What follows belongs to an exercise in optimizing a design on an open flow for small area; a production flow would make more cautious choices. The RTL was checked by simulation tests, not by an equivalence proof against the original design. The clock port is modelled as an ideal driver; clocking choices that lean on that would not hold on a real chip. Power figures rest on the tool's default switching activity, not on a simulated workload.

**flow/standard.sh**
```bash
#!/bin/bash
# synth_recipe.tcl (not shown) runs the flow's synth.tcl, then flattens the netlist and writes it again
# the make line also repeats each setting of config.mk as NAME=value (left out here)
make -C /OpenROAD-flow-scripts/flow DESIGN_CONFIG=/design/flow/config.mk WORK_HOME=/design/flow/orfs CLKGATE_MAP_FILE= SYNTH_SCRIPT=/design/flow/synth_recipe.tcl "${@:-finish}"
```
**flow/flow/run.sh**
```bash
#!/bin/bash
# Standard layout with custom CTS arguments and small port buffers.
set -euo pipefail
export CTS_ARGS="-sink_clustering_enable -repair_clock_nets -dont_use_dummy_load -sink_clustering_size 20 -sink_clustering_max_diameter 60 -buf_list {sky130_fd_sc_hd__clkbuf_8}"
export BUFFER_PORTS_ARGS="-buffer_cell sky130_fd_sc_hd__buf_1"
bash standard.sh > standard.log 2>&1
```
**flow/design.v**
```verilog
package cache_cmd_pkg;
  localparam logic [3:0] CMD_READ      = 4'd0;
  localparam logic [3:0] CMD_WRITE     = 4'd1;
  localparam logic [3:0] CMD_INVAL     = 4'd3;   
  localparam logic [3:0] CMD_SNOOP_RFO = 4'd4;   
  localparam logic [3:0] CMD_CLEAR     = 4'd8;
  localparam int REQ_BITS = 4 + 32;
endpackage
package cache_line_pkg;
  localparam logic [1:0] MODIFIED  = 2'd0;
  localparam logic [1:0] EXCLUSIVE = 2'd1;
  localparam logic [1:0] SHARED    = 2'd2;
  localparam logic [1:0] INVALID   = 2'd3;
  localparam int EV_RD    = 4;
  localparam int EV_WR    = 3;
  localparam int EV_HIT   = 2;
  localparam int EV_MISS  = 1;
  localparam int EV_WBACK = 0;
endpackage
module cache_top (
  input  logic        Clock,
  input  logic        reset,
  input  logic        psel,
  input  logic        penable,
  input  logic        pwrite,
  input  logic [7:0]  paddr,
  input  logic [31:0] pwdata,
  output logic [31:0] prdata,
  output logic        pready,
  output logic        pslverr
);
  localparam logic [1:0] MODIFIED  = cache_line_pkg::MODIFIED;
  localparam logic [1:0] EXCLUSIVE = cache_line_pkg::EXCLUSIVE;
  localparam logic [1:0] SHARED    = cache_line_pkg::SHARED;
  localparam logic [1:0] INVALID   = cache_line_pkg::INVALID;
  logic [31:0]           addr_q;
  logic [5:0]            tidx;     
  logic                  swp;      
  logic [3:0]            ph;       
  logic [2:0]            cpos;     
  logic                  cclr;     
  logic                  hit_a;    
  logic                  free_a;
  logic [1:0]            cw;       
  logic [1:0]            cs;       
  logic [1:0]            vw;       
  logic                  wbf;      
  logic [63:0][23:0]     ring;     
  logic [15:0][4:0]      lru;
  logic [4:0][15:0]      cring;
  logic       access;
  logic [3:0] cmd;
  logic       c_rd, c_wr, c_inv, c_snp, c_clr, c_rw, cmd_ok;
  logic       a_addr, a_cmd, a_probe, a_cnt;
  logic [2:0] cnt_idx;
  logic [3:0] aset;
  logic [21:0] atag;
  assign access  = psel && penable;
  assign cmd     = pwdata[3:0];
  assign c_rd    = (cmd == cache_cmd_pkg::CMD_READ);
  assign c_wr    = (cmd == cache_cmd_pkg::CMD_WRITE);
  assign c_inv   = (cmd == cache_cmd_pkg::CMD_INVAL);
  assign c_snp   = (cmd == cache_cmd_pkg::CMD_SNOOP_RFO);
  assign c_clr   = (cmd == cache_cmd_pkg::CMD_CLEAR);
  assign c_rw    = c_rd || c_wr;
  assign cmd_ok  = c_rw || c_inv || c_snp || c_clr;
  assign a_addr  = (paddr == 8'h00);
  assign a_cmd   = (paddr == 8'h04);
  assign a_probe = (paddr == 8'h08);
  assign a_cnt   = (paddr == 8'h10) || (paddr == 8'h14) || (paddr == 8'h18) ||
                   (paddr == 8'h1C) || (paddr == 8'h20);
  assign cnt_idx = paddr[5] ? 3'd4 : {1'b0, paddr[3:2]};
  assign aset    = addr_q[9:6];
  assign atag    = addr_q[31:10];
  logic start, scan, first, apply, win;
  logic scan_req;
  assign scan_req = access && (pwrite ? (a_cmd && (c_rw || c_inv || c_snp)) : a_probe);
  assign start    = (ph == 4'd0) && scan_req && (tidx == {aset, 2'b00});
  assign first    = (ph == 4'd0);
  assign scan     = start || (ph != 4'd0 && ph < 4'd4);
  assign apply    = pwrite && (ph[3:2] == 2'b01);    
  assign win      = ph[3];                           
  always_ff @(posedge Clock or posedge reset)
  begin
    if (reset)
      ph <= '0;
    else if (start)
      ph <= 4'd1;
    else if (ph != 4'd0)
    begin
      if (ph == 4'd12 || (ph == 4'd4 && !pwrite))
        ph <= '0;
      else
        ph <= ph + 1'b1;
    end
  end
  always_ff @(posedge Clock or posedge reset)
  begin
    if (reset)
    begin
      tidx <= 6'd4;
      swp  <= 1'b1;
    end
    else
    begin
      tidx <= tidx + 1'b1;
      if (tidx == 6'd3)    
        swp <= access && pwrite && a_cmd && c_clr;
    end
  end
  logic [21:0] ttag;
  logic [1:0]  tw, tst;
  logic        stale_t;
  logic        match, h, fr;
  logic [4:0]  tl;
  logic [1:0]  tv;
  assign tw      = tidx[1:0];
  assign stale_t = swp && (tidx[5:2] != 4'd0);
  assign ttag    = ring[59][23:2];
  assign tst     = stale_t ? INVALID : ring[59][1:0];
  assign match   = (tst != INVALID) && (ttag == atag);
  assign h       = !first && hit_a;
  assign fr      = !first && free_a;
  assign tl = lru[11];
  assign tv = stale_t ? 2'd0 : tl[4:3];
  always_ff @(posedge Clock)
  begin
    if (scan)
    begin
      if (match || (!h && !fr && tst == INVALID))
        cw <= tw;
      if (match)
        cs <= tst;
      hit_a  <= h || match;
      free_a <= fr || (tst == INVALID);
      if (tw == aset[3:2])
        vw <= tv;
    end
  end
  logic [21:0] ftag, ntag;
  logic [1:0]  fw, fst, nst, cway;
  logic [3:0]  fset;
  logic        chosen, touch;
  logic [4:0]  fl, nl;
  assign fw     = tidx[1:0];
  assign fset   = tidx[5:2] - 1'b1;
  assign ftag   = ring[63][23:2];
  assign fst    = swp ? INVALID : ring[63][1:0];
  assign cway   = (hit_a || free_a) ? cw : vw;
  assign chosen = (fw == cway);
  assign touch  = c_rw || hit_a;
  always_comb
  begin
    ntag = ftag;
    nst  = fst;
    if (apply && touch && chosen)
    begin
      if (c_rw)
        ntag = atag;
      if (c_wr)
        nst = MODIFIED;
      else if (c_rd)
        nst = !hit_a ? EXCLUSIVE : (fst == EXCLUSIVE) ? SHARED : fst;
      else
        nst = INVALID;
    end
  end
  always_ff @(posedge Clock)
  begin
    ring <= {ring[62:0], {ntag, nst}};
    if (apply && chosen)
      wbf <= (fst == MODIFIED) && (c_rw ? !hit_a : (c_inv && hit_a));
  end
  logic lmatch;
  assign lmatch = (fw == fset[3:2]);
  assign fl     = (lmatch && swp) ? 5'b00010 : lru[15];
  logic [3:0] rest;
  logic [1:0] lo, hi, lc, ld;
  always_comb
  begin
    rest = ~((4'b0001 << fl[4:3]) | (4'b0001 << fl[2:1]));
    lo   = rest[0] ? 2'd0 : rest[1] ? 2'd1 : 2'd2;
    hi   = rest[3] ? 2'd3 : rest[2] ? 2'd2 : 2'd1;
    lc   = fl[0] ? hi : lo;
    ld   = fl[0] ? lo : hi;
    nl   = fl;
    if (apply && touch && lmatch && cway != ld)
    begin
      if (cway == lc)
        nl[0] = !fl[0];
      else if (cway == fl[2:1])
        nl = {fl[4:3], lc, ld > fl[2:1]};
      else
        nl = {fl[2:1], lc, ld > fl[4:3]};
    end
  end
  always_ff @(posedge Clock)
    lru <= {lru[14:0], nl};
  logic [15:0] head, cnew;
  logic        ev, inc;
  assign head = cring[4];
  always_comb
  begin
    case (cpos)
      3'd0:    ev = c_rd;
      3'd1:    ev = c_wr;
      3'd2:    ev = c_rw && hit_a;
      3'd3:    ev = c_rw && !hit_a;
      default: ev = wbf;
    endcase
  end
  assign inc  = win && ev && (head != 16'hFFFF);
  assign cnew = cclr ? 16'd0 : head + {15'd0, inc};
  always_ff @(posedge Clock)
    cring <= {cring[3:0], cnew};
  always_ff @(posedge Clock or posedge reset)
  begin
    if (reset)
    begin
      cpos <= '0;
      cclr <= 1'b1;
    end
    else
    begin
      cpos <= (cpos == 3'd4) ? 3'd0 : cpos + 1'b1;
      if (cpos == 3'd4)
        cclr <= 1'b0;
    end
  end
  always_ff @(posedge Clock or posedge reset)
  begin
    if (reset)
      addr_q <= '0;
    else if (access && pwrite && a_addr)
      addr_q <= pwdata;
  end
  always_comb
  begin
    pready  = 1'b1;
    pslverr = 1'b0;
    if (pwrite)
    begin
      if (a_cmd && cmd_ok)
        pready = c_clr ? (tidx == 6'd3) : (ph == 4'd12);
      else if (!a_addr)
        pslverr = 1'b1;
    end
    else
    begin
      if (a_probe)
        pready = (ph == 4'd4);
      else if (a_cnt)
        pready = (cpos == cnt_idx) && !cclr;
      else if (!a_addr)
        pslverr = 1'b1;
    end
  end
  always_comb
  begin
    if (!paddr[3] && !paddr[4] && !paddr[5])
      prdata = addr_q;
    else if (paddr[3] && !paddr[4])
      prdata = {30'd0, hit_a ? cs : INVALID};
    else
      prdata = {16'd0, head};
  end
endmodule
```
**flow/constraint.sdc**
```tcl
create_clock -name core_clock -period 9.0 [get_ports {Clock}]
set_input_delay 1.8000 -clock core_clock [delete_from_list [all_inputs] [get_ports {Clock}]]
set_output_delay 1.8000 -clock core_clock [all_outputs]
set_load 0.01 [all_outputs]
```
**flow/config.mk**
```make
export PLATFORM = sky130hd
export DESIGN_NAME = cache_top
export DESIGN_NICKNAME = cache_top
export VERILOG_FILES = /design/flow/design.v
export SDC_FILE = /design/flow/constraint.sdc
export NUM_CORES = 4
export LEC_CHECK = 0
export CAP_MARGIN = 20
export CORE_MARGIN = 2
export CORE_UTILIZATION = 60
export PLACE_DENSITY = 0.75
export SLEW_MARGIN = 20
```
==> run notes, run 1 <==
The run finished with no timing, DRC or antenna violations. The critical path arrival came out at 3460 ps. The worst setup path is of the input pin to output pin kind. The final critical-path share of the clock period came out at 58.4%. The final standard cell utilization of the core is 65.0%. Hold repair after CTS inserted 0 buffers. The number of unique standard cell types used by synthesis came out at between 50 and 60.

Routability-driven placement finished with a final weighted congestion of 0.869. The post-placement cell area came out at 39700 µm². The post-synthesis cell count is 2195. The mapped netlist covers 38500 µm². The area growth from synthesis to layout is 6.84%. In this run, the number of DRC markers left after iteration 0 of detailed routing was 695. The global routing stage identified its most utilized layer as met1. The number of setup violations in the final report is 0. STA puts the critical path data required time at 7200 ps.

The die extent in x came out at about 260 µm. The cell count along the critical path is 8. For this run, design rule violations remaining after detail routing come to 0. dfxtp_1 is the most common cell in the netlist. The via count of the first global-routing pass came out at roughly 15000. Counting both buffers and inverters, the worst setup path holds a total of 2. The total count of hold-check failures in the final report is 0. The slack of the worst reg-to-reg path is around 5800 ps. The root buffer cell is clkbuf_8. In this run the critical register-to-register path is launched from cpos[0]. The max-capacitance violation count is 0. The peak per-stage delay on the critical path came out at 650 ps. The H-tree was split into 3 levels. Derived from the worst setup path, the maximum achievable clock frequency is 190 MHz. In this run, post-CTS repair resized a total of 0 instances.

The path with the worst hold slack has its endpoint at ring[805]. The worst setup path is launched from an input pin. In the routed layout, each cell is associated on average with a via count of 4.51. The count of nets left with antenna violations once routing finished came out at 0.

The category of the worst setup path capture point is an output pin. The total power divided by cell area is 269 nW/µm². The critical-path maximum fanout is 4. The critical hold path startpoint is ring[781]. For this run, the number of Yosys warnings is 1.

Averaged over all synthesized cells, the footprint is around 18 µm². The cell count of the worst reg-to-reg path is 14. The global-route wire length before repair is between 70 and 80 mm. The worst hold path was traced through 0 stages. The total overflow left after global routing is 0.

The placeable core region came out at between 60000 and 70000 µm². Among cell families on the critical path, the largest total delay comes from simple AND/OR/NAND/NOR gates. The number of iterations in the first detailed-routing pass is 6. The number of enable flip-flop cells after synthesis came out at 9. The floorplan step set the die height to 257 µm.

For the pin with the worst max-slew slack, the measured transition is 890 ps. The final total negative setup slack came out at 0 ps. The half-perimeter wire length after placement is between 20 and 30 mm. The latest clock arrival within the worst-skew pair is 650 ps. The global routing met2 resource utilization came out at 20.8%.

The total number of placement rows came out at 92. The fraction of met3 tracks used by global routing is 3.17%. The cell with the largest stage delay on the worst path is nor4_1. The TritonCTS clock tree is done. The post-synthesis sequential area ratio is between 90% and 100%.

The overall global routing resource usage came out at 15.0%. The area of the die is 66200 µm². The number of antenna violations at the first check in global routing is 2. The area share of the leading cell type in the synthesized netlist came out at between 80 and 90%. Counting instances in the post-synthesis netlist gives the leading cell types as dfxtp_1 (1696), mux2_2 (58), dfrtp_1 (44), nand2_1 (36).

Setup repair after global routing left no endpoint under its margin. Yosys attributes the largest share of cell area to dfxtp_1 (88%), dfrtp_1 (2.9%), mux2_2 (1.7%), edfxtp_1 (0.70%), xnor2_1 (0.64%). Once the floorplan was initialized, standard cells occupied roughly three fifths of the core.

The static leakage came out at 0.0164 µW. The minimum period implied by the final worst setup slack came out at 5260 ps. Summed over all instances, the cell type with the most area after synthesis is dfxtp_1. The routed wirelength normalized by instance count came out at around 15 µm. The number of buffers inserted during clock tree synthesis is approximately 100. The final count of pins violating max slew came out at 0. Of all flip-flops after synthesis, the portion carrying an async set or reset was 2.68%.

In this run the worst hold path is classified as flip-flop to flip-flop. The critical path goes through buf_1 -> nor4_1 -> a31oi_1 -> nand2_1 -> o21ai_0 -> a21oi_1 -> a21oi_1 -> buf_1. The number of clock sinks is 1752. The remaining max-slew budget at the tightest pin came out at 40.2%. Buffers added to address setup during post-CTS repair amount to 0. After detailed routing, the total wire length is between 40 and 50 mm. The endpoint identified for the worst register-to-register timing path is cring[14]. The pin count of the biggest net entering global routing came out at 48.

The met1 track demand over resource came out at between 20% and 30%. The final instance area came out at 41100 µm². Counting flops and latches in the post-synthesis netlist gives 1752. The number of port buffers came out at 78.

The most used flip-flop cell after synthesis is dfxtp_1. The net total in the final layout is 2405. The proportion of layout cells with a drive suffix above 1 came out at 7.37%.

Detailed routing inserted a total of 14403 vias. VDD sags by at most 166 µV. The number of buffers between clock root and the deepest sink is 3. The number of nets produced by synthesis came out at 2251.

The clock skew came out at 58.0 ps. The count of pins on the block boundary came out at 79. Clock-pin slew was measured on the worst setup and hold paths at about 110 ps.
-- per-layer routing --
metal | wire length, µm | share of wire (%) | vias to the layer above
met2 | 19400 | 40 | 301
met1 | 25600 | 53 | 6774
li1 | - | - | 7214
met3 | 2080 | 4.3 | 114
met4 | 1370 | 2.8 | 0
met5 | 0 | 0 | -
-- how the worst max path moves through the flow --
stage	start	end	slack, ps
floorplan	paddr[3]	prdata[10]	4300
CTS	paddr[1]	pslverr	3850
detailed placement	paddr[1]	pslverr	3850
global placement	paddr[3]	pready	4010
finish	paddr[1]	pslverr	3740
global route	paddr[0]	pslverr	3660
-- state kept, by name, summed over array words and instances, names as in the netlist --
register / cells
ring: 1536
cring: 80
lru: 80
addr_q: 32
tidx: 6
ph: 4
cpos: 3
cs: 2
cw: 2
vw: 2
cclr: 1
free_a: 1
hit_a: 1
swp: 1
wbf: 1
-- final cells by class --
| cell class | instances | area, µm² |
|---|---|---|
| flip-flops and latches | 1752 | 35400 |
| fillers | 4191 | 22100 |
| multi-input cells | 397 | 2890 |
| clock buffers | 99 | 1360 |
| well taps | 846 | 1060 |
| repair buffers | 82 | 323 |
| inverters | 17 | 63.8 |
| diodes | 2 | 5.00 |
-- cell families (layout without fill, tap and decap cells) --
kind of cell | count (synthesis) | count (layout) | share of synthesized area [%]
flip-flops | 1752 | 1752 | 92.0
AND/OR/NAND/NOR | 164 | 164 | 2.25
AO/OA/AOI/OAI | 107 | 107 | 1.85
multiplexers | 64 | 64 | 1.85
XOR/XNOR | 51 | 51 | 1.16
buffers and inverters | 46 | 198 | 0.501
adder cells (fa/ha/maj) | 11 | 11 | 0.358
other | 0 | 2 | 0
-- per-stage QoR --
step | power, µW | hold WS, ps | setup slack (ps) | instances
global route | 11500 | 262 | 3660 | 3194
detailed placement | 8220 | 312 | 3850 | 3094
global placement | 8210 | 310 | 4010 | 3094
floorplan | 8160 | 310 | 4300 | 2195
CTS | 11200 | 268 | 3850 | 3193
finish | 11100 | 263 | 3740 | 3195
-- placed cells by master, fill, tap and decap left out, types with 6 or more instances in the layout --
cell type and count:
a21oi_1 25, a22o_1 14, a31oi_1 7, and2_1 18, buf_1 78, clkbuf_8 99
dfrtp_1 44, dfxtp_1 1696, edfxtp_1 9, ha_1 11, inv_1 16, mux2_2 58
mux2i_1 6, nand2_1 36, nand2b_1 7, nand3_1 15, nand4_1 8, nor2_1 28
nor3_1 9, o21ai_0 25, or3_1 11, xnor2_1 28, xor2_1 23
-- worst register-to-register path: cells and delay by family, from the launching register on --
kind	cells	cell delay [ps]
AOI/OAI and AO/OA	3	290
xor gates and xnor gates	1	170
adders and majority gates	3	790
buffers and inverters	1	140
DFF	1	460
muxes	1	180
and+or+nand+nor	5	1070
-- where the power goes --
group / switching (µW) / internal [µW]
combinational: 99.3 / 70.4
clock: 2030 / 994
sequential: 57.2 / 7820
==> run 2: changes to the inputs <==
==> flow/flow/run.sh (replaced) <==
#!/bin/bash
# Standard layout with custom CTS arguments and small port buffers.
set -euo pipefail
export CTS_ARGS="-sink_clustering_enable -repair_clock_nets -dont_use_dummy_load -sink_clustering_size 12 -sink_clustering_max_diameter 50 -buf_list {sky130_fd_sc_hd__clkbuf_4}"
export BUFFER_PORTS_ARGS="-buffer_cell sky130_fd_sc_hd__buf_1"
bash standard.sh > standard.log 2>&1
==> run 2 against run 1 <==
Register-to-register slack gained 30 ps. Setup slack improved by 43 ps. Critical path type unchanged. Clock skew is 78 ps higher. Design area shrank 0.26%. Clock power down 3%.
==> run notes, run 2 <==
The number of iterations in the first detailed-routing pass came out at 6. The total global routing overflow is 0. The number of buffers inserted during clock tree synthesis is 167. The fill cell instance count of the final layout came out at 4260. Leaving out fill and tap cells, the most frequent cell in the layout is dfxtp_1. Leaving out fill and tap cells, the most frequent cells in the layout are dfxtp_1 (1696), clkbuf_4 (167), buf_1 (78).

The number of port buffers is 78. The largest register by flop count is ring. After synthesis, the netlist uses 55 different library cells. The starting utilization of the core area is 60.9%. The worst setup path is launched from an input pin. The startpoint identified for the worst register-to-register timing path is cpos[0]. The pre-CTS setup slack is 3850 ps. Summed over all cells, the static leakage comes to ~0.016 µW. The flow ran to the end and the layout has no timing, DRC or antenna violations.

Among all stages on the critical path, the largest delay is contributed by nor4_1. In this design, the stage delay of the slowest critical-path cell is 620 ps. The cell class contributing the biggest share of worst-path delay is simple AND/OR/NAND/NOR gates. The min-delay analysis places its worst path in the category flip-flop to flip-flop.

The final worst setup slack is 3790 ps. Setup total negative slack on the finished layout was measured at 0 ps. STA classifies the critical path endpoint as an output pin.

The number of remaining DRC errors is 0. The TritonCTS clock tree is done. Ranked by total cell area, the synthesized netlist is headed by dfxtp_1 (88%), dfrtp_1 (2.9%), mux2_2 (1.7%), edfxtp_1 (0.70%), xnor2_1 (0.64%). The die height came out at around 260 µm. The share of power burned in combinational logic is roughly 1.5%. In this run the critical register-to-register path is captured at cring[14]. Dividing the detail-routed wire length by the instance count gives 15.1 µm. The clock skew came out at 136 ps.

The critical-path maximum fanout is 4. The total number of placement rows is 92. The placeable core region is 63200 µm². The latest clock arrival within the worst-skew pair came out at ~1000 ps. The post-cts sizing count came out at 0. The register share of total power came out at slightly above 70%. After the first detailed-routing iteration, the DRC count stood at 654. The worst hold path terminates at ring[1427]. The via count normalized by instance count came out at about 4.5. The tree is rooted in a clkbuf_4. The remaining max-slew budget at the tightest pin came out at 44.5%. The area share of the leading cell type in the synthesized netlist came out at 88.3%. In the synthesized netlist, the cells that appear most often are dfxtp_1 (1696), mux2_2 (58), dfrtp_1 (44), nand2_1 (36). For the pin with the worst max-slew slack, the measured transition is ~830 ps. Among all flip-flop cells after synthesis, the most frequent one is dfxtp_1. The proportion of layout cells with a drive suffix above 1 is 9.98%. The number of setup violations in the final report came out at 0. From left edge to right edge, the die measures 257 µm. For this run, the number of Yosys warnings is 1.

By instance count, the leading cell after synthesis is dfxtp_1. In the finished design, the share of the clock period the worst path needs comes to 57.9%. Together, buffers and inverters on the worst path number 2. The total power divided by cell area came out at about 270 nW/µm².

The tree built by TritonCTS fans out to 1752 sinks. The layout overhead on the synthesized area came out at 6.55%. The register with the most flip-flops in the layout has between 1500 and 2000 of them. At the worst endpoint, the required time is ~7200 ps. The total standard cell area after synthesis is 38500 µm². Buffers inserted to repair hold after CTS numbered 0.

The critical path is of the input pin to output pin type. Counting flops with a built-in enable in the synthesized netlist gives 9. The synthesized design spends more area on one cell type than any other, namely dfxtp_1. The overall global routing resource usage is 15.5%. The half-perimeter wire length after placement is ~28 mm. The hold slack came out at 269 ps. The count of pins on the block boundary came out at 79. When the netlist entered floorplanning its net count stood at 2251. The post-synthesis average cell area is approximately 18 µm². Setup slack on the worst reg-to-reg path comes out at 5790 ps. The via count of the first global-routing pass came out at 15367. The max-capacitance violation count is 0.

The net total in the final layout is roughly 2500. The switching portion of total power came out at 20.3%. In this run the remaining antenna-violating nets after routing total 0. The post-CTS setup buffer count came out at 0.

The total detailed-routing wirelength is approximately 50 mm. The part of the power in the clock network is 26.7%. Setup repair after global routing left no endpoint under its margin. The final count of pins violating max slew came out at 0.

The pin count of the biggest net entering global routing is 48. The post-synthesis sequential element count came out at 1752. The critical path goes through buf_1 -> nor4_1 -> a31oi_1 -> nand2_1 -> o21ai_0 -> a21oi_1 -> a21oi_1 -> buf_1.

The internal portion of total power came out at ~8800 µW. The post-synthesis sequential area ratio is 92.0%. The placer's final routability congestion estimate is between 0.8 and 0.9. The number of levels the H-tree was split into is 4. The minimum period implied by the final worst setup slack is 5210 ps. The number of cells on the worst reg-to-reg path is 14. In the final layout, the registers with the most flip-flops are ring x1536, cring x80, lru x80. The analysis attributes to net switching a power of 2220 µW. The post-synthesis cell count came out at roughly 2200. The upper clock frequency limit came out at ~190 MHz.

The total count of hold-check failures in the final report is 0. The number of cells traversed by the worst hold path is 0. The critical path arrival is ~3400 ps. The critical hold path startpoint is ring[1403]. The area of the die is 66200 µm². The final route contains 14795 vias. The global-route wire length before repair is 80.6 mm. The clock transition at the registers of the reported paths is 120 ps. The async set-or-reset flop fraction in the synthesized netlist is ~2.7%. The number of antenna violations at the first check in global routing is 2. The maximum vdd ir drop is 155 µV. The number of buffers between clock root and the deepest sink came out at 3.
-- run 2: cell counts after synthesis --
No cell type changed its count.
-- run 2: logic make-up (layout without fill, tap and decap cells) --
family | Yosys count | after routing | share of synthesized area [%]
xor gates and xnor gates | 51 | 51 | 1.16
and+or+nand+nor | 164 | 164 | 2.25
DFF | 1752 | 1752 | 92.0
buffers and inverters | 46 | 266 | 0.501
other | 0 | 2 | 0
muxes | 64 | 64 | 1.85
AOI/OAI and AO/OA | 107 | 107 | 1.85
adders and majority gates | 11 | 11 | 0.358
-- run 2: cell type report --
| cell class | count | area [µm²] | area share [%] |
|---|---|---|---|
| clock buffer | 167 | 1250 | 3.06 |
| inverter | 17 | 63.8 | 0.156 |
| multi-input combinational | 397 | 2890 | 7.04 |
| tap | 846 | 1060 | 2.58 |
| timing repair buffer | 82 | 323 | 0.787 |
| antenna | 2 | 5.00 | 0.0122 |
| sequential | 1752 | 35400 | 86.4 |
-- run 2: worst register-to-register path: stages, from the launching register on --
cell     delay, ps
dfrtp_1        460
inv_1          150
ha_1           270
mux2_2         180
a31oi_1         40
o22ai_1        150
a32oi_1        100
nor3b_1        410
ha_1           330
ha_1           210
nand3_1        150
nor2_1         300
nand4_1        160
xor2_1         160
nor2_1          50
-- run 2: metal layers --
layer / share of wire, % / wire length [µm] / global-route usage (%) / vias up
met5: 0 / 0 / 0 / -
met3: 5.2 / 2580 / 4.92 / 114
li1: - / - / - / 7415
met4: 2.2 / 1070 / 6.25 / 0
met1: 52 / 25600 / 23.0 / 6950
met2: 41 / 20000 / 21.1 / 316
-- run 2: worst max path at each step --
stage                     slack, ps  cells after the start      from    endpoint
after floorplan                4300                      3  paddr[3]  prdata[10]
after global placement         4010                      7  paddr[3]      pready
after detailed placement       3850                      8  paddr[1]     pslverr
after CTS                      3850                      8  paddr[1]     pslverr
after global routing           3660                      8  paddr[0]     pslverr
final                          3790                      8  paddr[1]     pslverr
-- run 2: metrics by stage --
step	instance area, µm²	utilization, %	std cells	power (µW)
final	41000	64.9	3263	11000
after global routing	41000	64.9	3262	11400
after CTS	41000	64.9	3261	11100
after detailed placement	39700	62.9	3094	8220
after global placement	39700	62.9	3094	8210
after floorplan	38500	-	2195	8160
-- run 2: power by group through the flow --
stage               Combinational [µW]  Clock, µW  Sequential, µW
finish                             170       2920            7880
global route                       189       3340            7890
CTS                                169       3050            7880
detailed placement                 168          0            8060
global placement                   161          0            8050
floorplan                          138          0            8020
==> run 3: changes to the inputs <==
==> flow/flow/run.sh (replaced) <==
#!/bin/bash
# Standard layout with custom CTS arguments and small port buffers.
set -euo pipefail
export CTS_ARGS="-sink_clustering_enable -repair_clock_nets -dont_use_dummy_load -sink_clustering_size 11 -sink_clustering_max_diameter 30 -buf_list {sky130_fd_sc_hd__clkbuf_4}"
export BUFFER_PORTS_ARGS="-buffer_cell sky130_fd_sc_hd__buf_1"
bash standard.sh > standard.log 2>&1
==> run 3 against run 2 <==
Still clean. Area after synthesis did not move. Setup slack improved by 12 ps. Count of clock-buffer cells in the layout rose by 30. Register-to-register slack barely moved. Critical path type unchanged. Critical endpoint unchanged.
==> run notes, run 3 <==
The run finished with no timing, DRC or antenna violations. The routed wirelength normalized by instance count came out at 14.9 µm. The detailed-route via count is 14988. For the final routed database, the setup TNS stands at 0 ps. The leading register cell type out of synthesis is dfxtp_1.

The most critical setup path has its startpoint at paddr[1]. The total count of hold-check failures in the final report came out at 0. The peak per-stage delay on the critical path is approximately 620 ps. The startpoint identified for the worst register-to-register timing path is cpos[0]. The area of the die is 66200 µm². The initial DRC count is just over 600. The post-synthesis sequential area ratio came out at just over 90%.

Counting flops with a built-in enable in the synthesized netlist gives 9. The via count normalized by instance count is 4.55. The fill cell instance count of the final layout came out at 4248. Synthesis produced a netlist whose cell count is 2195.

The layout overhead on the synthesized area is 7.16%. The die height is around 260 µm. CTS placed an instance of clkbuf_4 at the clock tree root. The TritonCTS clock tree is done.

The final count of pins violating max slew came out at 0. The pin slew with the least headroom to its limit came out at 812 ps. Setup repair after global routing left no endpoint under its margin. The largest registers in the layout are ring x1536, cring x80, lru x80. The via count of the first global-routing pass is 15645. The number of buffers between clock root and the deepest sink is 3. Of the total power, the share spent switching nets is 20.1%. The final critical-path share of the clock period is 57.8%. The power spent charging and discharging nets came out at around 2200 µW. The number of remaining DRC errors is 0.

The post-placement cell area is about 40000 µm². Max-cap violations in this run came to 0. By count the netlist is led by dfxtp_1 (1696), mux2_2 (58), dfrtp_1 (44), nand2_1 (36). Cell internal power was estimated by the tool at 8900 µW. The total number of placement rows is slightly above 90.

VDD sags by at most 163 µV. Summed over its instances, the top area cell type makes up just under 90% of the synthesized netlist area. The most frequent standard cell in the layout excluding fill and tap cells is dfxtp_1. The required time at the worst-slack endpoint came out at 7200 ps. The register share of total power came out at 70.7%. The slowest stage of the critical path belongs to the cell nor4_1. The total area of multi-input combinational cells came out at 2890 µm².

The number of warnings issued by yosys is 1. The minimum period implied by the final worst setup slack came out at 5200 ps. In this run the power density over the cells is roughly 270 nW/µm².

The number of antenna violations at the first check in global routing came to 3. The post-synthesis average cell area came out at 17.5 µm². Setup violations remaining at the end of the flow were counted as 0. The critical path is of the input pin to output pin type. After clock tree synthesis, the flow added hold-fix buffers numbering 0. The net total in the final layout is 2503. The total overflow left after global routing is 0. For this design the top-level I/O count stands at between 70 and 80. The category of the worst setup path capture point is an output pin. The latest clock arrival within the worst-skew pair came out at 1030 ps. Counting every net in the synthesized netlist gives 2251. The placeable core region is 63200 µm². The global-route wire length before repair is 81.0 mm.

The overall global routing resource usage came out at 15.6%. The number of clock buffers added by TritonCTS is 197. The proportion of layout cells with a drive suffix above 1 is 11.1%. The worst hold path begins at ring[576].

In this design, the largest share of critical-path delay is due to simple AND/OR/NAND/NOR gates. The static leakage came out at 0.0166 µW. The pin count of the biggest net entering global routing is 48. After legalization and detailed placement, the total HPWL measured 27.6 mm. More flip-flops sit in one register than any other, and that register is ring.

The clock transition at the registers of the reported paths came out at 100 ps. The number of iterations in the first detailed-routing pass is 5. The remaining max-slew budget at the tightest pin came out at 45.9%. CTS saw 1752 sinks.

The starting utilization of the core area came out at roughly three fifths. The tightest min-delay check is of the flip-flop to flip-flop type. The largest total area in the synthesized netlist belongs to dfxtp_1.

The critical path arrival is 3400 ps. The floorplan step set the die width to 257 µm. The total standard cell area after synthesis is slightly below 40000 µm². In the post-synthesis netlist, the biggest area contributors are dfxtp_1 (88%), dfrtp_1 (2.9%), mux2_2 (1.7%), edfxtp_1 (0.70%), xnor2_1 (0.64%). The post-synthesis sequential element count came out at 1752. The worst setup path is launched from an input pin. The final instance area came out at a little over 40000 µm². The post-cts sizing count came out at 0. The total buffers and inverters traversed by the critical path came out at 2. The count of buffers added on input and output ports is 78.

Wires add up to 49.1 mm. The upper clock frequency limit is 192 MHz. The critical path goes through buf_1 -> nor4_1 -> a31oi_1 -> nand2_1 -> o21ai_0 -> a21oi_1 -> a21oi_1 -> buf_1. The post-CTS setup buffer count is 0. The flip-flop count of the largest register, all copies and words added is 1536.

Summing all flip-flop and latch instances after layout gives between 30000 and 40000 µm². For this run, asynchronously set or reset flops after synthesis account for 2.68%. The number of levels the H-tree was split into came out at 4. The antenna violation net count after detailed routing came out at 0. The library cells used most frequently in the layout, excluding fill and tap cells, are dfxtp_1 (1696), clkbuf_4 (197), buf_1 (78). The placer's final routability congestion estimate came out at 0.869.

The most common cell in the synthesized netlist is dfxtp_1. Per report_power, the clock group accounts for 27.8% of the total. The number of unique standard cell types used by synthesis is 55. Combinational cells account for approximately 1.5% of the total power.

The critical-path maximum fanout is 4. The clock skew is around 100 ps.
[run 3: cell families (layout without fill, tap and decap cells)]
kind of cell / after synthesis / after routing / share of synthesized area, %
buffers and inverters: 46 / 296 / 0.501
other: 0 / 6 / 0
muxes: 64 / 64 / 1.85
adders and majority gates: 11 / 11 / 0.358
AOI/OAI and AO/OA: 107 / 107 / 1.85
xor gates and xnor gates: 51 / 51 / 1.16
and+or+nand+nor: 164 / 164 / 2.25
DFF: 1752 / 1752 / 92.0
[run 3: worst paths after layout]
kind / endpoint / slack, ps / depth (start not counted)
min in group asynchronous: addr_q[16] / 960 / 3
worst max register to register: cring[14] / 5800 / 14
worst min-delay path: ring[600] / 250 / 0
max in group asynchronous: addr_q[8] / 7380 / 3
worst max-delay path: pslverr / 3800 / 8
worst min register to register: ring[600] / 250 / 0
[run 3: power by group through the flow]
stage / combinational (µW) / clock (µW) / sequential, µW
6_report: 169 / 3090 / 7880
5_1_grt: 189 / 3530 / 7890
4_1_cts: 169 / 3240 / 7880
3_5_place_dp: 168 / 0 / 8060
3_3_place_gp: 161 / 0 / 8050
2_1_floorplan: 138 / 0 / 8020
[run 3: worst reg2reg max path: cells and delay by family, from the launching register on]
kind,cells,cell delay (ps)
buf+inv,1,150
simple gates,5,1050
xor+xnor,1,160
fa+ha+maj,3,790
compound gates,3,300
flops,1,460
mux,1,180
[run 3: final cells by class]
class,count,area share (%)
flip-flops and latches,1752,85.9
multi-input cells,397,7.00
clock buffers,197,3.59
well taps,846,2.57
repair buffers,82,0.783
inverters,17,0.155
diodes,6,0.0364
[run 3: stage by stage]
step	util, %	setup slack (ps)	power (µW)	hold slack [ps]	cells
2_1_floorplan	-	4300	8160	310	2195
3_3_place_gp	62.9	4010	8210	310	3094
3_5_place_dp	62.9	3850	8220	312	3094
4_1_cts	65.2	3850	11300	251	3291
5_1_grt	65.2	3660	11600	243	3295
6_report	65.2	3800	11100	247	3297
[run 3: metal layers]
metal	part of all wire, %	GRT usage, %	vias up
met1	52	22.9	7023
met3	5.1	4.37	119
met5	0	0	-
met4	2.5	7.74	0
met2	41	21.2	363
li1	-	-	7483
==> run 4: changes to the inputs <==
==> flow/flow/run.sh (replaced) <==
#!/bin/bash
# Standard layout with custom CTS arguments and small port buffers.
set -euo pipefail
export CTS_ARGS="-sink_clustering_enable -repair_clock_nets -dont_use_dummy_load -sink_clustering_size 12 -sink_clustering_max_diameter 50 -buf_list {sky130_fd_sc_hd__clkbuf_4} -root_buf sky130_fd_sc_hd__clkbuf_16 -tree_buf sky130_fd_sc_hd__clkbuf_8"
export BUFFER_PORTS_ARGS="-buffer_cell sky130_fd_sc_hd__buf_1"
bash standard.sh > standard.log 2>&1
==> run 4 against run 3 <==
Largest power group unchanged. Area after synthesis stayed put. Maximum frequency hardly changed. Setup slack worse by 2.2 ps. Combinational power hardly changed. Clock skew is 4.7 ps higher. Highest routed layer unchanged. Die area stayed put. Sequential power hardly changed. Register-to-register slack hardly changed. Flip-flop and latch count stayed put.
==> run notes, run 4 <==
Entering global routing, the biggest net connects 48 pins. The category of the most critical setup path is input pin to output pin. The post-synthesis average cell area is roughly 18 µm². The global-route wire length before repair is 81.1 mm. Setup slack on the critical path of the routed design comes to 3800 ps.

The remaining max-slew budget at the tightest pin came out at 45.0%. Synthesis inferred 1752 register bits. The run finished with no timing, DRC or antenna violations. The post-synthesis sequential area ratio is 92.0%. By instance count, the leading cell after synthesis is dfxtp_1. The count of nets left with antenna violations once routing finished came out at 0. Detailed placement ended at an HPWL of 27.6 mm.

In the final layout, the registers with the most flip-flops are ring x1536, cring x80, lru x80. The area share of the leading cell type in the synthesized netlist is 88.3%. The number of setup violations in the final report is 0. The worst hold-check path type is flip-flop to flip-flop.

STA classifies the critical path startpoint as an input pin. The total standard cell area after synthesis came out at around 38000 µm². Once the clock tree was built, the setup fixing pass inserted 0 buffers. Along the worst path, the maximum fanout reaches 4. The number of clock sinks is ~1800.

From synthesis to final layout, the design area changed by 6.85%. The max-capacitance violation count came out at 0. The worst setup path is captured at an output pin. The clock transition at the registers of the reported paths came out at 110 ps. After detailed routing, the number of vias per cell comes to roughly 4.5. The pin slew with the least headroom to its limit came out at 825 ps. By count the netlist is led by dfxtp_1 (1696), mux2_2 (58), dfrtp_1 (44), nand2_1 (36). The clock skew came out at 106 ps. The synthesized design contains 9 enable-type register cells. The minimum period implied by the final worst setup slack came out at between 5000 and 6000 ps. After clock tree synthesis, the flow added hold-fix buffers numbering 0. TritonCTS built the clock tree. The number of warnings issued by yosys came out at 1. The analysis attributes to cell leakage a power of 0.0165 µW.

The async set-or-reset flop fraction in the synthesized netlist came out at 2.68%. The number of antenna diodes in the final layout is 0. The post-route netlist has 9.98% of its cells at a drive strength greater than 1. Synthesis produced a netlist with a net count of 2251.

Gates resized during post-CTS repair numbered 0. The pre-CTS setup slack is 3850 ps. The floorplan step defined a die boundary enclosing 66200 µm².

VDD sags by at most 183 µV. The final total negative setup slack is 0 ps. The root buffer cell is clkbuf_16.

The placer's final routability congestion estimate came out at between 0.8 and 0.9. The flip-flop count of the largest register, all copies and words added is ~1500. The die height came out at 257 µm. The post-synthesis cell count came out at 2195. The final critical-path share of the clock period came out at a little under 60%. Port buffering added 78 buffers. The via count of the first global-routing pass came out at between 15000 and 20000. The most used flip-flop cell after synthesis is dfxtp_1. The total power divided by cell area came out at 270 nW/µm². The number of unique standard cell types used by synthesis came out at 55.

The final count of pins violating max slew was 0. No sink is reached through more buffers than the 3 on the longest clock path. The overall power is 11100 µW.

CTS built an H-tree with a depth of 4. The net total in the final layout is about 2500. The detailed-route via count came out at 14820. The number of buffers inserted during clock tree synthesis is 167. The overall global routing resource usage is about 16%. The routed wirelength normalized by instance count is between 15 and 20 µm. The most frequent standard cell in the layout excluding fill and tap cells is dfxtp_1. The detailed router finished its first iteration with 610 violations. Ranked by total cell area, the synthesized netlist is headed by dfxtp_1 (88%), dfrtp_1 (2.9%), mux2_2 (1.7%), edfxtp_1 (0.70%), xnor2_1 (0.64%). For this block, the routed nets add up to 49.4 mm of wire.

Setup repair after global routing left no endpoint under its margin. The critical path arrival is ~3400 ps. The number of antenna violations at the first check in global routing is 1. The number of iterations in the first detailed-routing pass is 5. Counting flops per register, the top entry is ring.

The latest clock arrival within the worst-skew pair came out at between 600 and 700 ps. Summed over all instances, the cell type with the most area after synthesis is dfxtp_1. The number of remaining DRC errors came out at 0. The required time at the worst-slack endpoint is 7200 ps. The total count of hold-check failures in the final report came to 0.

The upper clock frequency limit came out at just under 200 MHz. The die extent in x came out at 257 µm. The placeable core region is roughly 63000 µm². The starting utilization of the core area came out at 60.9%. Row generation in the floorplan step produced 92 rows. The count of pins on the block boundary came out at 79.

In the layout the commonest cells are dfxtp_1 (1696), clkbuf_4 (150), buf_1 (78). The total global routing overflow is 0.
[run 4: cell types whose count changed in the layout (fill, tap and decap cells not counted), sizes merged]
cell,change
diode,-6
clkbuf,-30
[run 4: area by class of cell]
cell class | count | area, µm²
Inverter | 17 | 63.8
Sequential cell | 1752 | 35400
Clock buffer | 167 | 1370
Fill cell | 4238 | 22100
Tap cell | 846 | 1060
Timing Repair Buffer | 82 | 323
Multi-Input combinational cell | 397 | 2890
[run 4: per-stage QoR]
stage | std cells | util, % | instance area, µm² | hold WS (ps)
2_1_floorplan | 2195 | - | 38500 | 310
3_3_place_gp | 3094 | 62.9 | 39700 | 310
3_5_place_dp | 3094 | 62.9 | 39700 | 312
4_1_cts | 3261 | 65.0 | 41100 | 288
5_1_grt | 3261 | 65.0 | 41100 | 281
6_report | 3261 | 65.0 | 41100 | 279
[run 4: report_power, final]
| part | total [µW] | internal, µW | switching, µW |
|---|---|---|---|
| clock network | 3040 | 960 | 2080 |
| registers | 7880 | 7820 | 57.2 |
| logic | 169 | 70.3 | 98.9 |
| total | 11100 | 8850 | 2240 |
[run 4: worst paths after layout]
path	slack, ps	to	start	cells past startpoint
min	280	ring[644]	ring[620]	0
min reg2reg	280	ring[644]	ring[620]	0
max in group asynchronous	7020	ph[1]	reset	3
max reg2reg	5800	cring[14]	cpos[0]	14
max	3800	pslverr	paddr[1]	8
min in group asynchronous	1290	addr_q[17]	reset	3
[run 4: logic make-up (layout without fill, tap and decap cells)]
| family | after synthesis | count (layout) | synth area share, % |
|---|---|---|---|
| XOR/XNOR | 51 | 51 | 1.16 |
| multiplexers | 64 | 64 | 1.85 |
| AND/OR/NAND/NOR | 164 | 164 | 2.25 |
| AO/OA/AOI/OAI | 107 | 107 | 1.85 |
| buffers and inverters | 46 | 266 | 0.501 |
| adder cells (fa/ha/maj) | 11 | 11 | 0.358 |
| flip-flops | 1752 | 1752 | 92.0 |
[run 4: layer usage]
layer | GRT usage (%) | wire length [µm] | vias up
li1 | - | - | 7414
met1 | 23.1 | 25600 | 6958
met2 | 21.3 | 20000 | 325
met3 | 4.54 | 2480 | 123
met4 | 7.14 | 1290 | 0
met5 | 0 | 0 | -
[run 4: critical path, cell delays in order]
cell and delay, ps:
buf_1 70, nor4_1 620, a31oi_1 280, nand2_1 170
o21ai_0 110, a21oi_1 170, a21oi_1 60, buf_1 140
==> run 5: changes to the inputs <==
==> flow/flow/run.sh (replaced) <==
#!/bin/bash
# Standard layout with custom CTS arguments and small port buffers.
set -euo pipefail
export CTS_ARGS="-sink_clustering_enable -repair_clock_nets -dont_use_dummy_load -sink_clustering_size 11 -sink_clustering_max_diameter 50 -buf_list {sky130_fd_sc_hd__clkbuf_4}"
export BUFFER_PORTS_ARGS="-buffer_cell sky130_fd_sc_hd__buf_1"
bash standard.sh > standard.log 2>&1
==> run 5 against run 4 <==
Area after synthesis unchanged. Via count up 0.23%. Power down 0.40%. Non-clock buffer count unchanged. Clock power down 1%. Synthesized cell count unchanged. Core utilization about the same. Design area about the same. Sequential share of layout area about the same. Cell count up 0.52%. Register-to-register slack about the same. Sequential power about the same. Largest cell class unchanged.
==> run notes, run 5 <==
The pre-CTS setup slack is about 3900 ps. The part of the power in the clock network came out at 27.1%. The final count of pins violating max slew is 0.

Yosys attributes the largest share of cell area to dfxtp_1 (88%), dfrtp_1 (2.9%), mux2_2 (1.7%), edfxtp_1 (0.70%), xnor2_1 (0.64%). The critical path arrival came out at 3420 ps. Per report_power, the sequential group accounts for 71.3% of the total.

The total buffers and inverters traversed by the critical path is 2. The switching portion of total power is 20.2%. The critical path is of the input pin to output pin type. The half-perimeter wire length after placement came out at approximately 28 mm. The tree built by TritonCTS fans out to 1752 sinks. TritonCTS built the clock tree. The number of port buffers came out at between 70 and 80.

The peak per-stage delay on the critical path is 620 ps. The path with the worst hold slack has its endpoint at ring[644]. The internal portion of total power is 8810 µW. The latest clock arrival within the worst-skew pair came out at a little under 1000 ps.

After synthesis the cells add up to 38500 µm². The number of remaining DRC errors is 0. The global-route wire length before repair came out at roughly 81 mm.

The max-capacitance violation count came out at 0. Of all cell types, the one taking the most synthesized area is dfxtp_1. The worst register-to-register path has a depth of 14. The starting utilization of the core area came out at 60.9%.

Clock skew on the completed layout was measured at 66.4 ps. The total area inside the core boundary comes to 63200 µm². The overall power is approximately 11000 µW. The capture point of the worst reg-to-reg path is cring[14]. The proportion of layout cells with a drive suffix above 1 came out at 10.4%. The final standard cell utilization of the core is between 60% and 70%.

The final total negative setup slack is 0 ps. The worst hold path passes through 0 cells. After synthesis, the largest area contributor takes up 88.3% of total cell area. The die extent in x came out at 257 µm. The share of power burned in combinational logic is 1.5%. Entering global routing, the biggest net connects 48 pins. The routed layout has 14854 vias. In the synthesized netlist the dominant register cell turns out to be dfxtp_1.

Dividing the final minimum period by the clock period gives 58.0%. Subtracting the final worst setup slack from the clock period gives 5220 ps. The number of buffers between clock root and the deepest sink came out at 3. The layout overhead on the synthesized area is 6.81%. The upper clock frequency limit came out at 191 MHz. The post-synthesis sequential area ratio came out at 92.0%. The kind of cell with the highest combined delay along the critical path is simple AND/OR/NAND/NOR gates. The number of nets produced by synthesis came out at 2251.

The pin slew with the least headroom to its limit is 810 ps. The clock transition at the registers of the reported paths came out at 110 ps. The clock tree synthesis step divided the H-tree into 4 levels. The congestion estimate from routability-driven global placement came to 0.869.

In the synthesized netlist the async set-or-reset flop fraction comes to 2.68%. Once the clock tree was built, the resizer swapped 0 gates to a different size. The critical path launch point type is an input pin. The number of enable flip-flop cells after synthesis is 9. The flow ran to the end and the layout has no timing, DRC or antenna violations. The critical-path maximum fanout is 4.

Setup repair after global routing left no endpoint under its margin. The routed design has slightly below 50 mm of wire. The required time at the worst-slack endpoint is 7200 ps. Across all register-to-register paths, the minimum setup slack is 5810 ps. The final worst setup slack is 3780 ps. The worst hold-check path type is flip-flop to flip-flop.

The number of warnings issued by yosys is 1. Using the TritonRoute via totals, the vias-per-cell ratio works out to 4.53. The routed wirelength normalized by instance count came out at about 15 µm. For this design, the slowest cell found on the critical path is nor4_1.

The number of buffers inserted during clock tree synthesis is 179. The total power divided by cell area came out at 269 nW/µm². The cell count along the critical path is 8. The commonest cells after synthesis are dfxtp_1 (1696), mux2_2 (58), dfrtp_1 (44), nand2_1 (36). The net total in the final layout is 2485.

The remaining max-slew budget at the tightest pin is a little under half. The maximum vdd ir drop is 157 µV. Among all cell types in the netlist, the one instantiated most often is dfxtp_1.

The die height came out at 257 µm. In this run the static leakage power is approximately 0.017 µW. The power spent charging and discharging nets came out at between 2000 and 2500 µW. Leaving out fill and tap cells, the most frequent cells in the layout are dfxtp_1 (1696), clkbuf_4 (179), buf_1 (78). The critical hold path startpoint is ring[620]. The total overflow left after global routing is 0. The worst reg2reg path startpoint is cpos[1].

The number of iterations in the first detailed-routing pass came out at 6. The library cell used most frequently in the layout, excluding fill and tap cells, is dfxtp_1. The worst setup path is captured at an output pin. Walking the worst path, the cells encountered are buf_1 -> nor4_1 -> a31oi_1 -> nand2_1 -> o21ai_0 -> a21oi_1 -> a21oi_1 -> buf_1. The number of antenna violations at the first check in global routing came out at 3. In this run, synthesis produced a sequential element count of 1752. The number of setup violations in the final report is 0. The overall global routing resource usage came out at 15.5%.

The count of nets left with antenna violations once routing finished came out at 0. The fill cell instance count of the final layout is 4281. ring holds more flip-flops than any other register. The post-synthesis average cell area is about 18 µm². The number of unique standard cell types used by synthesis came out at 55.

The number of hold buffers added after CTS was 0. The area of the die is 66200 µm². The initial DRC count came out at 679.

The count of pins on the block boundary came out at 79. The flip-flop count of the largest register, all copies and words added came out at 1536. The root buffer cell chosen for the clock tree is clkbuf_4.

The total number of placement rows is 92. The largest registers in the layout are ring x1536, cring x80, lru x80. In the synthesized netlist, the number of instances is 2195. The post-CTS setup buffer count is 0.

The via count of the first global-routing pass came out at ~16000. The total count of hold-check failures in the final report came out at 0.
[run 5: power groups by stage]
| stage | Sequential, µW | Combinational [µW] | Clock, µW |
|---|---|---|---|
| floorplan | 8020 | 138 | 0 |
| global placement | 8050 | 161 | 0 |
| detailed placement | 8060 | 168 | 0 |
| CTS | 7880 | 169 | 3130 |
| global route | 7890 | 189 | 3420 |
| finish | 7880 | 170 | 3000 |
[run 5: how the worst max path moves through the flow]
stage | start | slack (ps) | to
6_report | paddr[1] | 3780 | pslverr
5_1_grt | paddr[0] | 3660 | pslverr
4_1_cts | paddr[1] | 3850 | pslverr
3_5_place_dp | paddr[1] | 3850 | pslverr
3_3_place_gp | paddr[3] | 4010 | pready
2_1_floorplan | paddr[3] | 4300 | prdata[10]
[run 5: layout make-up]
class                           instances  area [µm²]  area share (%)
Clock buffer                          179        1340            3.27
Sequential cell                      1752       35400            86.2
Inverter                               17        63.8           0.155
Tap cell                              846        1060            2.58
Antenna cell                            5        12.5          0.0304
Multi-Input combinational cell        397        2890            7.03
Timing Repair Buffer                   82         323           0.786
[run 5: metal layers]
metal  vias to the layer above  share of wire [%]  track usage, %
met5                         -                  0               0
met4                         0                2.1            6.62
met3                        98                5.1            4.84
met2                       334                 41            21.1
met1                      6975                 52            23.0
li1                       7447                  -               -
[run 5: worst reg2reg max path, cell delays in order (launching register included)]
cell     delay, ps
dfrtp_1        460
inv_1          140
ha_1           260
mux2_2         180
a31oi_1         40
o22ai_1        150
a32oi_1        110
nor3b_1        380
ha_1           310
ha_1           210
nand3_1        160
nor2_1         300
nand4_1        160
xor2_1         170
nor2_1          50
[run 5: through the flow]
step / hold slack [ps] / cell area [µm²] / std cells
after floorplan: 310 / 38500 / 2195
after global placement: 310 / 39700 / 3094
after detailed placement: 312 / 39700 / 3094
after CTS: 279 / 41100 / 3273
after global routing: 268 / 41100 / 3277
final: 274 / 41100 / 3278
[run 5: cell families after synthesis]
family | count (synthesis) | synth area share (%)
xor+xnor | 51 | 1.16
flops | 1752 | 92.0
mux | 64 | 1.85
simple gates | 164 | 2.25
fa+ha+maj | 11 | 0.358
buf+inv | 46 | 0.501
compound gates | 107 | 1.85
==> run 6: changes to the inputs <==
==> flow/flow/run.sh (replaced) <==
#!/bin/bash
# Standard layout with custom CTS arguments, small port buffers, and a
# post-CTS step that upsizes leaf clock buffers with slow clock-pin slews.
set -euo pipefail
HERE=$(cd "$(dirname "$0")" && pwd)
export CTS_ARGS="-sink_clustering_enable -repair_clock_nets -dont_use_dummy_load -sink_clustering_size 15 -sink_clustering_max_diameter 50 -buf_list {sky130_fd_sc_hd__clkbuf_4}"
export BUFFER_PORTS_ARGS="-buffer_cell sky130_fd_sc_hd__buf_1"
export POST_CTS_TCL="$HERE/post_cts.tcl"
export LEAF_SLEW_LIMIT=0.10
bash standard.sh > standard.log 2>&1
==> flow/flow/post_cts.tcl (new file) <==
# Upsize clock leaf buffers whose flip-flop clock pins would see a slow slew.
set thr $::env(LEAF_SLEW_LIMIT)
estimate_parasitics -placement
set n_up 0
foreach inst [get_cells -hier *] {
  set m [get_property $inst ref_name]
  if {$m ne "sky130_fd_sc_hd__clkbuf_4"} { continue }
  set pin [get_pins -of_objects $inst -filter "direction==output"]
  set net [get_nets -of_objects $pin]
  set mx 0
  foreach p [get_pins -of_objects $net -filter "direction==input"] {
    set s [get_property $p slew_max]
    if {$s > $mx} { set mx $s }
  }
  if {$mx > $thr} {
    replace_cell $inst sky130_fd_sc_hd__clkbuf_8
    incr n_up
  }
}
puts "post_cts: upsized $n_up leaf buffers over $thr"
detailed_placement
check_placement -verbose
estimate_parasitics -placement
==> run 6 against run 5 <==
Still clean. Flip-flop and latch count did not move. Clock skew fell by 6.4 ps. Count of clock-buffer cells in the layout fell by 42. Critical endpoint unchanged. Largest power group unchanged. Highest routed layer unchanged.
==> run notes, run 6 <==
The flow ran to the end and the layout has no timing, DRC or antenna violations. The post-route non-filler standard cell count came out at 3232. The power spent charging and discharging nets is approximately 2300 µW. Of the total power, the share spent switching nets is 19.9%. The placer's final routability congestion estimate is approximately 0.87. The number of enable flip-flop cells after synthesis came out at 9. After the last flow step, the layout net total stands at 2443. The peak per-stage delay on the critical path is between 600 and 700 ps.

In this run, the combinational gates consume roughly 1.5% of the power. The layout overhead on the synthesized area is 8.09%. The remaining max-slew budget at the tightest pin is 45.5%. The worst setup path is captured at an output pin. The proportion of layout cells with a drive suffix above 1 is a little under 9%. The area of the die came out at 66200 µm². The path with the worst hold slack has its endpoint at lru[40]. The post-synthesis sequential element count came out at 1752. The die height came out at 257 µm. The via count of the first global-routing pass came out at roughly 15000.

The die extent in x came out at 257 µm. In this run the worst path has a maximum fanout of 4. Setup repair after global routing left no endpoint under its margin. The fill cell instance count of the final layout came out at 4135. The critical path arrival is 3390 ps. The largest registers in the layout are ring x1536, cring x80, lru x80.

The internal portion of the total power is approximately 9200 µW. For this run, the share of the core covered by cells in the final layout is 65.8%. For the pin with the worst max-slew slack, the measured transition is 817 ps. The clock transition at the registers of the reported paths is 90 ps. The register with the most flip-flops in the final layout is ring. In this run the critical register-to-register path is launched from cpos[0]. The number of cells traversed by the worst hold path came out at 0. The most used flip-flop cell after synthesis is dfxtp_1. The number of nets in the synthesized netlist is approximately 2300. By count the netlist is led by dfxtp_1 (1696), mux2_2 (58), dfrtp_1 (44), nand2_1 (36). The global-route wire length before repair came out at between 80 and 90 mm. The cell count of the worst reg-to-reg path came out at 14.

The async set-or-reset flop fraction in the synthesized netlist came out at 2.68%. The upper clock frequency limit came out at 193 MHz. The initial DRC count is 780. The post-synthesis average cell area came out at 17.5 µm². The library cell used most frequently in the layout, excluding fill and tap cells, is dfxtp_1. The most common cell in the synthesized netlist is dfxtp_1.

The worst setup path is launched from an input pin. The total count of hold-check failures in the final report is 0. The total power divided by cell area came out at 277 nW/µm². The final count of pins violating max slew is 0. For this design, the slowest cell found on the critical path is nor4_1. In the layout the commonest cells are dfxtp_1 (1696), clkbuf_8 (131), buf_1 (78). In this run, distinct cell masters in the synthesized netlist total 55. The post-placement cell area came out at 39700 µm².

The total global routing overflow came out at 0. The part of the power in the clock network is 30.1%. TritonCTS built the clock tree. The total number of placement rows is 92. The min-delay analysis places its worst path in the category flip-flop to flip-flop.

The post-synthesis cell count is 2195. The detailed-route via count came out at ~15000. The starting utilization of the core area is 60.9%.

The total standard cell area after synthesis is 38500 µm². The total detailed-routing wirelength came out at 49.7 mm. The cell count after placement is 3094. The number of port buffers came out at 78. The final instance area is 41600 µm².

In the finished design, the share of the clock period the worst path needs comes to 57.7%. For the worst setup path, the data required time is 7200 ps. In this run the critical register-to-register path is captured at cring[14]. After synthesis, the cell types taking the most area are dfxtp_1 (88%), dfrtp_1 (2.9%), mux2_2 (1.7%), edfxtp_1 (0.70%), xnor2_1 (0.64%). The total area of multi-input combinational cells is a little under 3000 µm².

The post-synthesis sequential area ratio is 92.0%. The number of setup violations in the final report is 0. For this run, design rule violations remaining after detail routing come to 0. The area used by sequential logic in the layout is 35400 µm². The placeable core region is around 63000 µm². The flip-flop count of the largest register, all copies and words added is ~1500.

The clock skew is 60.0 ps. Walking the worst path, the cells encountered are buf_1 -> nor4_1 -> a31oi_1 -> nand2_1 -> o21ai_0 -> a21oi_1 -> a21oi_1 -> buf_1. Of all cell types, the one taking the most synthesized area is dfxtp_1. The later pin in the worst-skew pair is clocked with a latency of around 790 ps. The pin count of the biggest net entering global routing came out at 48. The routed wirelength normalized by instance count is 15.4 µm. Global routing consumed, over all layers together, 15.7% of the routing resources. The maximum vdd ir drop is 170 µV. The slack of the worst reg-to-reg path came out at 5750 ps. Using the TritonRoute via totals, the vias-per-cell ratio works out to between 4 and 5. Once detail routing completed, the nets flagged for antenna violations numbered 0. The max-capacitance violation count came out at 0. For this design, the sink count on the clock tree is 1752.

Counting I/O delays and the setup requirement, the final critical path takes 5190 ps. Adding up every negative setup slack in the final design gives 0 ps. Detailed placement finished with a half-perimeter wire length of between 20 and 30 mm. The category of the most critical setup path is input pin to output pin. The number of antenna violations at the first check in global routing came out at 1. The static leakage is 0.0167 µW.

In this run the biggest area consumer among cell types represents 88.3% of the synthesized area. The count of pins on the block boundary came out at 79. The number of iterations in the first detailed-routing pass is 5. Per report_power, the sequential group accounts for 68.4% of the total. For this run, the number of Yosys warnings is 1. The startpoint identified for the worst hold timing path is lru[35].
run 6: cell types whose count changed in the layout (fill, tap and decap cells not counted):
cell      before  now
clkbuf_4     179    6
clkbuf_8       0  131
diode_2        5    1
run 6: kinds of logic (layout without fill, tap and decap cells):
kind of cell,count (synthesis),in the layout,share of synthesized area (%)
flip-flops,1752,1752,92.0
other,0,1,0
AO/OA/AOI/OAI,107,107,1.85
AND/OR/NAND/NOR,164,164,2.25
XOR/XNOR,51,51,1.16
buffers and inverters,46,236,0.501
multiplexers,64,64,1.85
adder cells (fa/ha/maj),11,11,0.358
run 6: cell type report:
type | instances | share of cell area, %
Antenna cell | 1 | 0.00602
Timing Repair Buffer | 82 | 0.776
Multi-Input combinational cell | 397 | 6.94
Sequential cell | 1752 | 85.1
Inverter | 17 | 0.153
Tap cell | 846 | 2.55
Clock buffer | 137 | 4.44
run 6: how the worst max path moves through the flow:
stage	slack [ps]	endpoint	from
after floorplan	4300	prdata[10]	paddr[3]
after detailed placement	3850	pslverr	paddr[1]
after global placement	4010	pready	paddr[3]
after global routing	3660	pslverr	paddr[0]
final	3810	pslverr	paddr[1]
run 6: stage by stage:
step / power, µW / setup WS [ps] / hold WS (ps)
finish: 11500 / 3810 / 286
global route: 11900 / 3660 / 293
detailed placement: 8220 / 3850 / 312
global placement: 8210 / 4010 / 310
floorplan: 8160 / 4300 / 310
run 6: metal layers:
layer | wire (µm) | share of wire [%] | up-vias | GRT usage [%]
li1 | - | - | 7294 | -
met1 | 25600 | 52 | 6944 | 23.5
met2 | 20400 | 41 | 341 | 21.7
met3 | 2320 | 4.7 | 124 | 4.24
met4 | 1360 | 2.7 | 0 | 6.44
met5 | 0 | 0 | - | 0
run 6: critical path: cells and delay by family:
kind	cells	cell delay, ps
buf+inv	2	200
simple gates	2	770
compound gates	4	610
run 6: power by group through the flow:
stage,Sequential [µW],Combinational (µW),Clock (µW)
floorplan,8020,138,0
global placement,8050,161,0
detailed placement,8060,168,0
global route,7890,190,3860
finish,7870,170,3460
==> run 7: changes to the inputs <==
==> flow/flow/run.sh (replaced) <==
#!/bin/bash
# Standard layout with custom CTS arguments, small port buffers, and a
# post-CTS step that upsizes leaf clock buffers with slow clock-pin slews.
set -euo pipefail
HERE=$(cd "$(dirname "$0")" && pwd)
export CTS_ARGS="-sink_clustering_enable -repair_clock_nets -dont_use_dummy_load -sink_clustering_size 14 -sink_clustering_max_diameter 50 -buf_list {sky130_fd_sc_hd__clkbuf_4}"
export BUFFER_PORTS_ARGS="-buffer_cell sky130_fd_sc_hd__buf_1"
export POST_CTS_TCL="$HERE/post_cts.tcl"
export LEAF_SLEW_LIMIT=0.095
bash standard.sh > standard.log 2>&1
==> run 7 against run 6 <==
Via count hardly changed. Critical path depth stayed put. Clock skew about the same. Design area rose by 0.30%. Core utilization up 0.19 points. Worst hold slack lost 11 ps. Cell count rose by 0.25%. Critical endpoint unchanged. Largest power group unchanged. Highest routed layer unchanged.
==> run notes, run 7 <==
The run finished with no timing, DRC or antenna violations. Timing analysis after detailed placement gives a worst setup slack of 3850 ps. The final count of pins violating max slew is 0. The peak per-stage delay on the critical path is 620 ps. The number of warnings issued by yosys is 1. The leading register cell type out of synthesis is dfxtp_1.

The min-delay analysis places its worst path in the category flip-flop to flip-flop. The net count of the finished layout is 2451. The final worst setup slack is around 3800 ps. The number of setup violations in the final report came out at 0.

The number of antenna violations at the first check in global routing came out at 1. The largest register by flop count is ring. The critical-path maximum fanout came out at 4.

The layout overhead on the synthesized area is 8.41%. The total standard cell area after synthesis came out at 38500 µm². The minimum period implied by the final worst setup slack is 5190 ps.

Setup repair after global routing left no endpoint under its margin. After detailed routing, the number of remaining DRC violations is 0. The required time at the worst-slack endpoint is 7200 ps. The max-capacitance violation count came out at 0.

The category of the worst setup path capture point is an output pin. In this run the most critical hold path is launched from ring[630]. The total number of placement rows came out at 92. The total area of multi-input combinational cells is 2890 µm². After synthesis, the netlist uses 55 different library cells. The area share of the leading cell type in the synthesized netlist came out at 88.3%. The core region is 63200 µm². The global-route wire length before repair is about 82 mm. The post-placement cell area came out at 39700 µm². The number of iterations in the first detailed-routing pass is 5. The detail route stage leaves a number of antenna-violating nets equal to 0.

Pin placement for this block handled 79 I/O pins. The critical path is of the input pin to output pin type. The congestion estimate from routability-driven global placement came to about 0.87.

The critical path starts at paddr[1]. The async set-or-reset flop fraction in the synthesized netlist came out at 2.68%. The static leakage came out at 0.0167 µW.

The total global routing overflow came out at 0. In the layout the commonest cells are dfxtp_1 (1696), clkbuf_8 (141), buf_1 (78). The startpoint identified for the worst register-to-register timing path is cpos[1].

The synthesized design spends more area on one cell type than any other, namely dfxtp_1. The area of the die is ~66000 µm². The total count of hold-check failures in the final report is 0. The flip-flop count of the largest register, all copies and words added is 1536. The maximum vdd ir drop is 178 µV. The pin count of the biggest net entering global routing came out at 48. The total detailed-routing wirelength came out at approximately 50 mm. The total power divided by cell area is 278 nW/µm². Sorting the synthesized cells by how often they occur yields dfxtp_1 (1696), mux2_2 (58), dfrtp_1 (44), nand2_1 (36). In the final layout, the registers with the most flip-flops are ring x1536, cring x80, lru x80.

The clock skew came out at between 50 and 60 ps. The detailed-route via count is 14715. In the final layout, the share of cells above drive strength 1 is 9.15%.

The initial DRC count is 757. After synthesis, the cell types taking the most area are dfxtp_1 (88%), dfrtp_1 (2.9%), mux2_2 (1.7%), edfxtp_1 (0.70%), xnor2_1 (0.64%). The upper clock frequency limit came out at 193 MHz. dfxtp_1 is the most common cell in the netlist. The final total negative setup slack came out at 0 ps. The slowest stage of the critical path is the nor4_1 cell. Counting every instance in the synthesized netlist gives 2195. STA classifies the critical path startpoint as an input pin. The routed wirelength normalized by instance count came out at 15.4 µm.

Synthesis inferred about 1800 register bits. The remaining max-slew budget at the tightest pin came out at 45.4%. The critical path arrival is 3390 ps. The number of port buffers is 78. The endpoint identified for the worst register-to-register timing path is cring[14]. The overall power is approximately 12000 µW. Following the worst setup path forward leads to its endpoint at pslverr. Traced cell by cell, the critical path runs through buf_1 -> nor4_1 -> a31oi_1 -> nand2_1 -> o21ai_0 -> a21oi_1 -> a21oi_1 -> buf_1. The number of clock sinks came out at about 1800. The final instance area came out at 41700 µm². The area used by sequential logic in the layout is around 35000 µm². The library cell used most frequently in the layout, excluding fill and tap cells, is dfxtp_1. The final critical-path share of the clock period is 57.7%. The total buffers and inverters traversed by the critical path is 2.

For the pin with the worst max-slew slack, the measured transition is 819 ps. The via count normalized by instance count came out at 4.54. The via count of the first global-routing pass came out at 15372. After clock tree synthesis, the clock-pin slew on the worst setup and hold paths is 80 ps.

The cell count along the critical path came out at 8. The number of nets in the synthesized netlist is ~2300. The starting utilization of the core area came out at 60.9%.

The cell count of the worst reg-to-reg path came out at 14. The die height came out at between 200 and 300 µm. On the critical path the largest part of the delay comes from simple AND/OR/NAND/NOR gates. The die extent in x is 257 µm.

TritonCTS built the clock tree. The post-synthesis sequential area ratio is 92.0%. The filler cells instantiated in the layout total 4124. The overall global routing resource usage came out at between 10% and 20%. The half-perimeter wire length after placement came out at 27.6 mm. For flop-to-flop paths, the worst setup slack is 5770 ps. The clock reaches the later pin of the worst-skew pair after 800 ps. The number of enable flip-flop cells after synthesis is 9.

The post-synthesis average cell area is 17.5 µm². The worst hold path passes through 0 cells.
## run 7: cell counts after synthesis
No cell type changed its count.
## run 7: metal layers
metal	share of wire (%)	track usage (%)
met5	0	0
met4	3.1	6.83
met3	5.0	4.26
met2	41	21.7
met1	51	23.4
## run 7: report_power, final
group / leakage [µW] / internal, µW / total [µW] / switching, µW
registers: 0.0144 / 7810 / 7870 / 57.3
clock network: 0.00103 / 1420 / 3570 / 2150
logic: 0.00133 / 70.3 / 168 / 98.0
## run 7: cells by family after synthesis
logic type / Yosys count / synth area share (%)
mux: 64 / 1.85
buf+inv: 46 / 0.501
xor+xnor: 51 / 1.16
flops: 1752 / 92.0
compound gates: 107 / 1.85
fa+ha+maj: 11 / 0.358
simple gates: 164 / 2.25
## run 7: final cells by class
class / count / share of cell area [%]
repair buffers: 82 / 0.774
well taps: 846 / 2.54
inverters: 17 / 0.153
diodes: 1 / 0.00600
multi-input cells: 397 / 6.92
flip-flops and latches: 1752 / 84.9
clock buffers: 145 / 4.72
## run 7: per-stage QoR
step	hold WS [ps]	cells	utilization [%]
final	275	3240	66.0
after global routing	285	3239	66.0
after detailed placement	312	3094	62.9
after global placement	310	3094	62.9
after floorplan	310	2195	-
## run 7: worst min path at each step
stage | to
final | ring[654]
after global routing | ring[870]
after detailed placement | ring[1085]
after global placement | cring[42]
after floorplan | cring[16]

-- separate check: timing with driven ports --
In the flow no input, the clock included, has a driving cell. The finished layouts below were timed again as built, in two steps.
Step 1: set_driving_cell puts a clkbuf_16 on Clock and a buf_2 on each other input, an assumption about the parent block.
Step 2 moves the port delays by t, midway between the first and last clock arrival at a register: inputs arrive t later, outputs are due t later. That takes back most of the time a late clock gives input paths.
a / b / c = ideal ports / drivers / drivers and shift; a / b = the first two.
| run | t, ns | setup WS [ns] | slew at the worst register clock pin (ns) | worst data-port slew with drivers (ns) |
|---|---|---|---|---|
| run 1 | 0.710 | 3.743 / 3.720 / 3.720 | 0.12 / 0.12 | 0.04 |
| run 2 | 1.000 | 3.787 / 3.763 / 3.763 | 0.12 / 0.12 | 0.04 |
| run 3 | 1.030 | 3.798 / 3.775 / 3.775 | 0.11 / 0.11 | 0.04 |
| run 4 | 0.698 | 3.796 / 3.773 / 3.773 | 0.12 / 0.12 | 0.04 |
| run 5 | 1.017 | 3.776 / 3.753 / 3.753 | 0.11 / 0.11 | 0.04 |
| run 6 | 0.810 | 3.808 / 3.785 / 3.785 | 0.10 / 0.10 | 0.04 |
| run 7 | 0.816 | 3.811 / 3.788 / 3.788 | 0.09 / 0.09 | 0.04 |
After both steps setup and hold are still met in every run listed. The setup slack of run 2, which loses most, moves by -0.024 ns with the drivers and by -0.024 ns with both steps.
